From an optimization exercise on the open Yosys and OpenROAD flow, aimed at small area; shortcuts taken in it are not production practice.
In this exercise RTL edits were held to simulation tests only and were not proved equivalent to the original.
Power figures rest on the tool's default switching activity, not on a simulated workload.

==> flow/design.v <==
module conv_window_buffer #(
    parameter int BITWIDTH     = 8,
    parameter int DATACHANNEL  = 3,
    parameter int FILTERHEIGHT = 5,
    parameter int FILTERWIDTH  = 5,
    parameter int DATAWIDTH    = 28,
    parameter int DATAHEIGHT   = 28
) (
    input  logic clk,
    input  logic rst,
    input  logic in_valid,
    output logic in_ready,
    input  logic [BITWIDTH*DATACHANNEL-1:0] pixel,
    output logic out_valid,
    input  logic out_ready,
    output logic [BITWIDTH*DATACHANNEL*FILTERHEIGHT*FILTERWIDTH-1:0] window,
    output logic out_last
);
    localparam int PW = BITWIDTH * DATACHANNEL;
    localparam int NS = (FILTERHEIGHT - 1) * DATAWIDTH + FILTERWIDTH;
    localparam int CW = (DATAWIDTH > 1) ? $clog2(DATAWIDTH) : 1;
    localparam int RW = (DATAHEIGHT > 1) ? $clog2(DATAHEIGHT) : 1;
    logic [PW-1:0] sr [NS];
    logic [CW-1:0] col;
    logic [RW-1:0] row;
    logic          col_end;
    logic          row_end;
    logic          complete;
    logic          accept;
    logic          ready;
    logic          valid_q;
    assign ready    = !rst && (!valid_q || out_ready);
    assign accept   = in_valid && ready;
    assign col_end  = (col == CW'(DATAWIDTH - 1));
    assign row_end  = (row == RW'(DATAHEIGHT - 1));
    assign complete = (row >= RW'(FILTERHEIGHT - 1)) &&
                      (col >= CW'(FILTERWIDTH - 1));
    assign in_ready  = ready;
    assign out_valid = valid_q;
    assign out_last  = (row == '0) && (col == '0);
    always_comb begin
        for (int r = 0; r < FILTERHEIGHT; r++) begin
            for (int c = 0; c < FILTERWIDTH; c++) begin
                window[(r*FILTERWIDTH + c)*PW +: PW] =
                    sr[(FILTERHEIGHT-1-r)*DATAWIDTH + (FILTERWIDTH-1-c)];
            end
        end
    end
    always_ff @(posedge clk) begin
        if (accept) begin
            sr[0] <= pixel;
            for (int k = 1; k < NS; k++) begin
                sr[k] <= sr[k-1];
            end
        end
    end
    always_ff @(posedge clk) begin
        if (rst) begin
            col <= '0;
            row <= '0;
        end else if (accept) begin
            if (col_end) begin
                col <= '0;
                row <= row_end ? '0 : row + 1'b1;
            end else begin
                col <= col + 1'b1;
            end
        end
    end
    always_ff @(posedge clk) begin
        if (rst) begin
            valid_q <= 1'b0;
        end else if (accept) begin
            valid_q <= complete;
        end else if (out_ready) begin
            valid_q <= 1'b0;
        end
    end
endmodule
clock: 6.0 ns
lec_check: 0
cap_margin: 20
core_margin: 2
core_utilization: 40
slew_margin: 20
standard.sh (not shown) runs the stock make flow with config.mk's settings and CLKGATE_MAP_FILE= SYNTH_SCRIPT=/design/flow/synth_recipe.tcl, a recipe that flattens the netlist after the stock synthesis.
==> flow/flow/run.sh <==
#!/bin/bash
set -euo pipefail
export BUFFER_PORTS_ARGS="-buffer_cell sky130_fd_sc_hd__buf_1"
export CTS_ARGS="-sink_clustering_enable -repair_clock_nets -buf_list {sky130_fd_sc_hd__clkbuf_4 sky130_fd_sc_hd__clkbuf_8} -sink_clustering_size 20 -sink_clustering_max_diameter 55 -dont_use_dummy_load"
bash standard.sh finish > standard_flow.log 2>&1
Then changed:
--- a/flow/design.v
+++ b/flow/design.v
@@ -26,35 +26,38 @@
     logic          col_end;
     logic          row_end;
     logic          complete;
     logic          accept;
     logic          ready;
     logic          valid_q;
+    logic          empty_q;    
+    logic          shift;      
+    logic          hold;       
     assign ready    = !rst && (!valid_q || out_ready);
     assign accept   = in_valid && ready;
     assign col_end  = (col == CW'(DATAWIDTH - 1));
     assign row_end  = (row == RW'(DATAHEIGHT - 1));
     assign complete = (row >= RW'(FILTERHEIGHT - 1)) &&
                       (col >= CW'(FILTERWIDTH - 1));
+    assign shift = in_valid && !rst && (!valid_q || out_ready);
+    assign hold  = !in_valid || rst || (!empty_q && !out_ready);
     assign in_ready  = ready;
     assign out_valid = valid_q;
     assign out_last  = (row == '0) && (col == '0);
     always_comb begin
         for (int r = 0; r < FILTERHEIGHT; r++) begin
             for (int c = 0; c < FILTERWIDTH; c++) begin
                 window[(r*FILTERWIDTH + c)*PW +: PW] =
                     sr[(FILTERHEIGHT-1-r)*DATAWIDTH + (FILTERWIDTH-1-c)];
             end
         end
     end
     always_ff @(posedge clk) begin
-        if (accept) begin
-            sr[0] <= pixel;
-            for (int k = 1; k < NS; k++) begin
-                sr[k] <= sr[k-1];
-            end
+        sr[0] <= ({PW{shift}} & pixel) | ({PW{hold}} & sr[0]);
+        for (int k = 1; k < NS; k++) begin
+            sr[k] <= ({PW{shift}} & sr[k-1]) | ({PW{hold}} & sr[k]);
         end
     end
     always_ff @(posedge clk) begin
         if (rst) begin
             col <= '0;
             row <= '0;
@@ -67,13 +70,16 @@
             end
         end
     end
     always_ff @(posedge clk) begin
         if (rst) begin
             valid_q <= 1'b0;
+            empty_q <= 1'b1;
         end else if (accept) begin
             valid_q <= complete;
+            empty_q <= !complete;
         end else if (out_ready) begin
             valid_q <= 1'b0;
+            empty_q <= 1'b1;
         end
     end
 endmodule
The changed run finished clean.
Utilization drops by 2.9 points.
Total power shrinks by 5.4%.
Worst setup slack got worse by 0.060 ns.
Sequential power fell by 13%.
Global-route usage came out higher by 5.3 points.
Die area rose by 3.7%.
Count of clock-buffer cells in the layout goes up by 14.
Routed wire length went up by 63%.
Cell count increases by 44%.
Hold slack gains 0.038 ns.

* * *

// conv_window_buffer: RTL as listed in full above, without the edits since
==> flow/config.mk <==
export PLATFORM = sky130hd
export DESIGN_NAME = conv_window_buffer
export DESIGN_NICKNAME = conv_window_buffer
export VERILOG_FILES = /design/flow/design.v
export SDC_FILE = /design/flow/constraint.sdc
export NUM_CORES = 4
export LEC_CHECK = 0
export CAP_MARGIN = 20
export CORE_MARGIN = 2
export CORE_UTILIZATION = 60
export PLACE_DENSITY = 0.8
export SLEW_MARGIN = 20
==> flow/constraint.sdc <==
create_clock -name core_clock -period 6.0 [get_ports {clk}]
set_input_delay 1.2000 -clock core_clock [delete_from_list [all_inputs] [get_ports {clk}]]
set_output_delay 1.2000 -clock core_clock [all_outputs]
set_load 0.01 [all_outputs]
Scripts as last shown in full above: flow/flow/run.sh
Rerun with:
--- a/flow/design.v
+++ b/flow/design.v
@@ -28,14 +28,19 @@
     logic          complete;
     logic          accept;
     logic          ready;
     logic          valid_q;
+    logic          empty_q;    
+    logic          shift;      
+    logic          hold;       
     assign ready    = !rst && (!valid_q || out_ready);
     assign accept   = in_valid && ready;
     assign col_end  = (col == CW'(DATAWIDTH - 1));
     assign row_end  = (row == RW'(DATAHEIGHT - 1));
     assign complete = (row >= RW'(FILTERHEIGHT - 1)) &&
                       (col >= CW'(FILTERWIDTH - 1));
+    assign shift = in_valid && !rst && (!valid_q || out_ready);
+    assign hold  = !in_valid || rst || (!empty_q && !out_ready);
     assign in_ready  = ready;
     assign out_valid = valid_q;
     assign out_last  = (row == '0) && (col == '0);
     always_comb begin
@@ -46,13 +51,11 @@
             end
         end
     end
     always_ff @(posedge clk) begin
-        if (accept) begin
-            sr[0] <= pixel;
-            for (int k = 1; k < NS; k++) begin
-                sr[k] <= sr[k-1];
-            end
+        sr[0] <= ({PW{shift}} & pixel) | ({PW{hold}} & sr[0]);
+        for (int k = 1; k < NS; k++) begin
+            sr[k] <= ({PW{shift}} & sr[k-1]) | ({PW{hold}} & sr[k]);
         end
     end
     always_ff @(posedge clk) begin
         if (rst) begin
@@ -69,11 +72,14 @@
     end
     always_ff @(posedge clk) begin
         if (rst) begin
             valid_q <= 1'b0;
+            empty_q <= 1'b1;
         end else if (accept) begin
             valid_q <= complete;
+            empty_q <= !complete;
         end else if (out_ready) begin
             valid_q <= 1'b0;
+            empty_q <= 1'b1;
         end
     end
 endmodule
After rerunning:
- The new run produced a clean layout
- routed wire length went up by 53%
- sequential cell count increases by 1
- worst setup slack improved by 100 ps
- total power drops by 6.8%
- sequential power is lower by 13%
- cell area falls by 3.3%
- count of clock-buffer cells in the layout came out lower by 2
- register-to-register slack improves by 280 ps
- clock skew goes up by 12 ps
- critical path depth came out higher by 1
- non-clock buffer count climbs by 32
- cell count climbs by 51%
- worst hold slack gets better by 42 ps

* * *

Another version of the RTL of conv_window_buffer (not shown whole).
For scale: about 6600 cells after synthesis, roughly 2800 flip-flops, roughly 630 I/O pins, roughly 81000 sq um of cells after synthesis.
==> module conv_window_buffer, before the edit <==
module conv_window_buffer #(
    parameter int BITWIDTH     = 8,
    parameter int DATACHANNEL  = 3,
    parameter int FILTERHEIGHT = 5,
    parameter int FILTERWIDTH  = 5,
    parameter int DATAWIDTH    = 28,
    parameter int DATAHEIGHT   = 28
) (
    input  logic clk,
    input  logic rst,
    input  logic in_valid,
    output logic in_ready,
    input  logic [BITWIDTH*DATACHANNEL-1:0] pixel,
    output logic out_valid,
    input  logic out_ready,
    output logic [BITWIDTH*DATACHANNEL*FILTERHEIGHT*FILTERWIDTH-1:0] window,
    output logic out_last
);
    localparam int PW = BITWIDTH * DATACHANNEL;
    localparam int NS = (FILTERHEIGHT - 1) * DATAWIDTH + FILTERWIDTH;
    localparam int CW = (DATAWIDTH > 1) ? $clog2(DATAWIDTH) : 1;
    localparam int RW = (DATAHEIGHT > 1) ? $clog2(DATAHEIGHT) : 1;
    logic [PW-1:0] sr [NS];
    logic [CW-1:0] col;
    logic [RW-1:0] row;
    logic          col_end;
    logic          row_end;
    logic          complete;
    logic          accept;
    logic          ready;
    logic          valid_q;
    logic          empty_q;    
    logic          shift;      
    logic          hold;       
    assign ready    = !rst && (!valid_q || out_ready);
    assign accept   = in_valid && ready;
    assign col_end  = (col == CW'(DATAWIDTH - 1));
    assign row_end  = (row == RW'(DATAHEIGHT - 1));
    assign complete = (row >= RW'(FILTERHEIGHT - 1)) &&
                      (col >= CW'(FILTERWIDTH - 1));
    assign shift = in_valid && !rst && (!valid_q || out_ready);
    assign hold  = !in_valid || rst || (!empty_q && !out_ready);
    assign in_ready  = ready;
    assign out_valid = valid_q;
    assign out_last  = (row == '0) && (col == '0);
    always_comb begin
        for (int r = 0; r < FILTERHEIGHT; r++) begin
            for (int c = 0; c < FILTERWIDTH; c++) begin
                window[(r*FILTERWIDTH + c)*PW +: PW] =
                    sr[(FILTERHEIGHT-1-r)*DATAWIDTH + (FILTERWIDTH-1-c)];
            end
        end
    end
    function automatic logic is_tap(input int k);
        is_tap = (k % DATAWIDTH) < FILTERWIDTH;
    endfunction
    logic phase;
    always_ff @(posedge clk) begin
        if (rst) phase <= 1'b0;
        else     phase <= !phase;
    end
    always_ff @(posedge clk) begin
        sr[0] <= ({PW{shift}} & pixel) | ({PW{hold}} & sr[0]);
        for (int k = 1; k < NS; k++) begin
            if (is_tap(k) && is_tap(k-1)) begin
                sr[k] <= ({PW{shift}} & sr[k-1]) | ({PW{hold}} & sr[k]);
            end else if (is_tap(k)) begin
                sr[k] <= ({PW{shift}} & (sr[k-1] ^ {PW{phase}})) | ({PW{hold}} & sr[k]);
            end else if (is_tap(k-1)) begin
                sr[k] <= ~(({PW{hold}} | (sr[k-1] ^ {PW{phase}})) & ({PW{shift}} | sr[k]));
            end else begin
                sr[k] <= ~(({PW{hold}} | sr[k-1]) & ({PW{shift}} | sr[k]));
            end
        end
    end
    always_ff @(posedge clk) begin
        if (rst) begin
            col <= '0;
            row <= '0;
        end else if (accept) begin
            if (col_end) begin
                col <= '0;
                row <= row_end ? '0 : row + 1'b1;
            end else begin
                col <= col + 1'b1;
            end
        end
    end
    always_ff @(posedge clk) begin
        if (rst) begin
            valid_q <= 1'b0;
            empty_q <= 1'b1;
        end else if (accept) begin
            valid_q <= complete;
            empty_q <= !complete;
        end else if (out_ready) begin
            valid_q <= 1'b0;
            empty_q <= 1'b1;
        end
    end
endmodule
export LEC_CHECK = 0
export CAP_MARGIN = 20
export CORE_MARGIN = 2
export CORE_UTILIZATION = 60
export PLACE_DENSITY = 0.8
export SLEW_MARGIN = 20
create_clock -name core_clock -period 6.0 [get_ports {clk}]
Scripts as last shown in full above: flow/flow/run.sh
Change:
--- a/flow/design.v
+++ b/flow/design.v
@@ -64,15 +64,15 @@
         for (int k = 1; k < NS; k++) begin
             if (is_tap(k) && is_tap(k-1)) begin
                 sr[k] <= ({PW{shift}} & sr[k-1]) | ({PW{hold}} & sr[k]);
             end else if (is_tap(k)) begin
                 sr[k] <= ({PW{shift}} & (sr[k-1] ^ {PW{phase}})) | ({PW{hold}} & sr[k]);
             end else if (is_tap(k-1)) begin
-                sr[k] <= ~(({PW{hold}} | (sr[k-1] ^ {PW{phase}})) & ({PW{shift}} | sr[k]));
+                sr[k] <= ~(({PW{shift}} & (sr[k-1] ^ {PW{phase}})) | ({PW{hold}} & sr[k]));
             end else begin
-                sr[k] <= ~(({PW{hold}} | sr[k-1]) & ({PW{shift}} | sr[k]));
+                sr[k] <= ~(({PW{shift}} & sr[k-1]) | ({PW{hold}} & sr[k]));
             end
         end
     end
     always_ff @(posedge clk) begin
         if (rst) begin
             col <= '0;
What happened:
- non-clock buffer count falls by 21
- sequential share of layout area goes down by 2.1 points
- wire length drops by 1.5%
- clock skew came out lower by 26 ps
- register-to-register slack barely changes
- cell area goes up by 3.3%
- synthesized cell count is unchanged
- cell count went up by 1.0%
- power goes up by 1.1%
- first-iteration DRC count goes up by 17%
- utilization drops by 0.53 points

## separate check: timing with driven ports
Ports are ideal in the flow. The routed layouts listed here were re-timed in OpenROAD.
Step 1: set_driving_cell puts a clkbuf_16 on clk and a buf_2 on each other input, an assumption about the parent block.
Step 2 adds t to the input delays and takes it off the output delays; t is the mean of the earliest and latest rising clock arrival at the registers after step 1. Input paths then give back, and output paths get back, about the clock's delay inside the block.
Three values: no drivers, after step 1, after step 2; two values: the first two.
run | t, ns | setup slack, ns | worst setup path after step 2 | worst register clock-pin slew, ns | worst data-port slew with drivers (ns)
the first run of note 1 | 0.954 | 2.806 / 2.729 / 2.324 | input to register | 0.12 / 0.12 | 0.03
the second run of note 1 | 0.978 | 2.747 / 2.722 / 2.270 | input to register | 0.12 / 0.12 | 0.06
the first run of note 2 | 0.910 | 2.566 / 2.485 / 2.158 | input to register | 0.11 / 0.11 | 0.04
the second run of note 2 | 0.934 | 2.671 / 2.647 / 2.235 | input to register | 0.12 / 0.12 | 0.04
the first run of note 3 | 0.953 | 2.472 / 2.441 / 2.158 | input to register | 0.12 / 0.12 | 0.22
the second run of note 3 | 0.948 | 2.462 / 2.399 / 2.049 | input to register | 0.12 / 0.12 | 0.08
After both steps setup and hold are still met in every run listed. For the first run of note 1, which loses most, drivers alone change the setup slack by -0.077 ns; drivers and shift together by -0.482 ns.
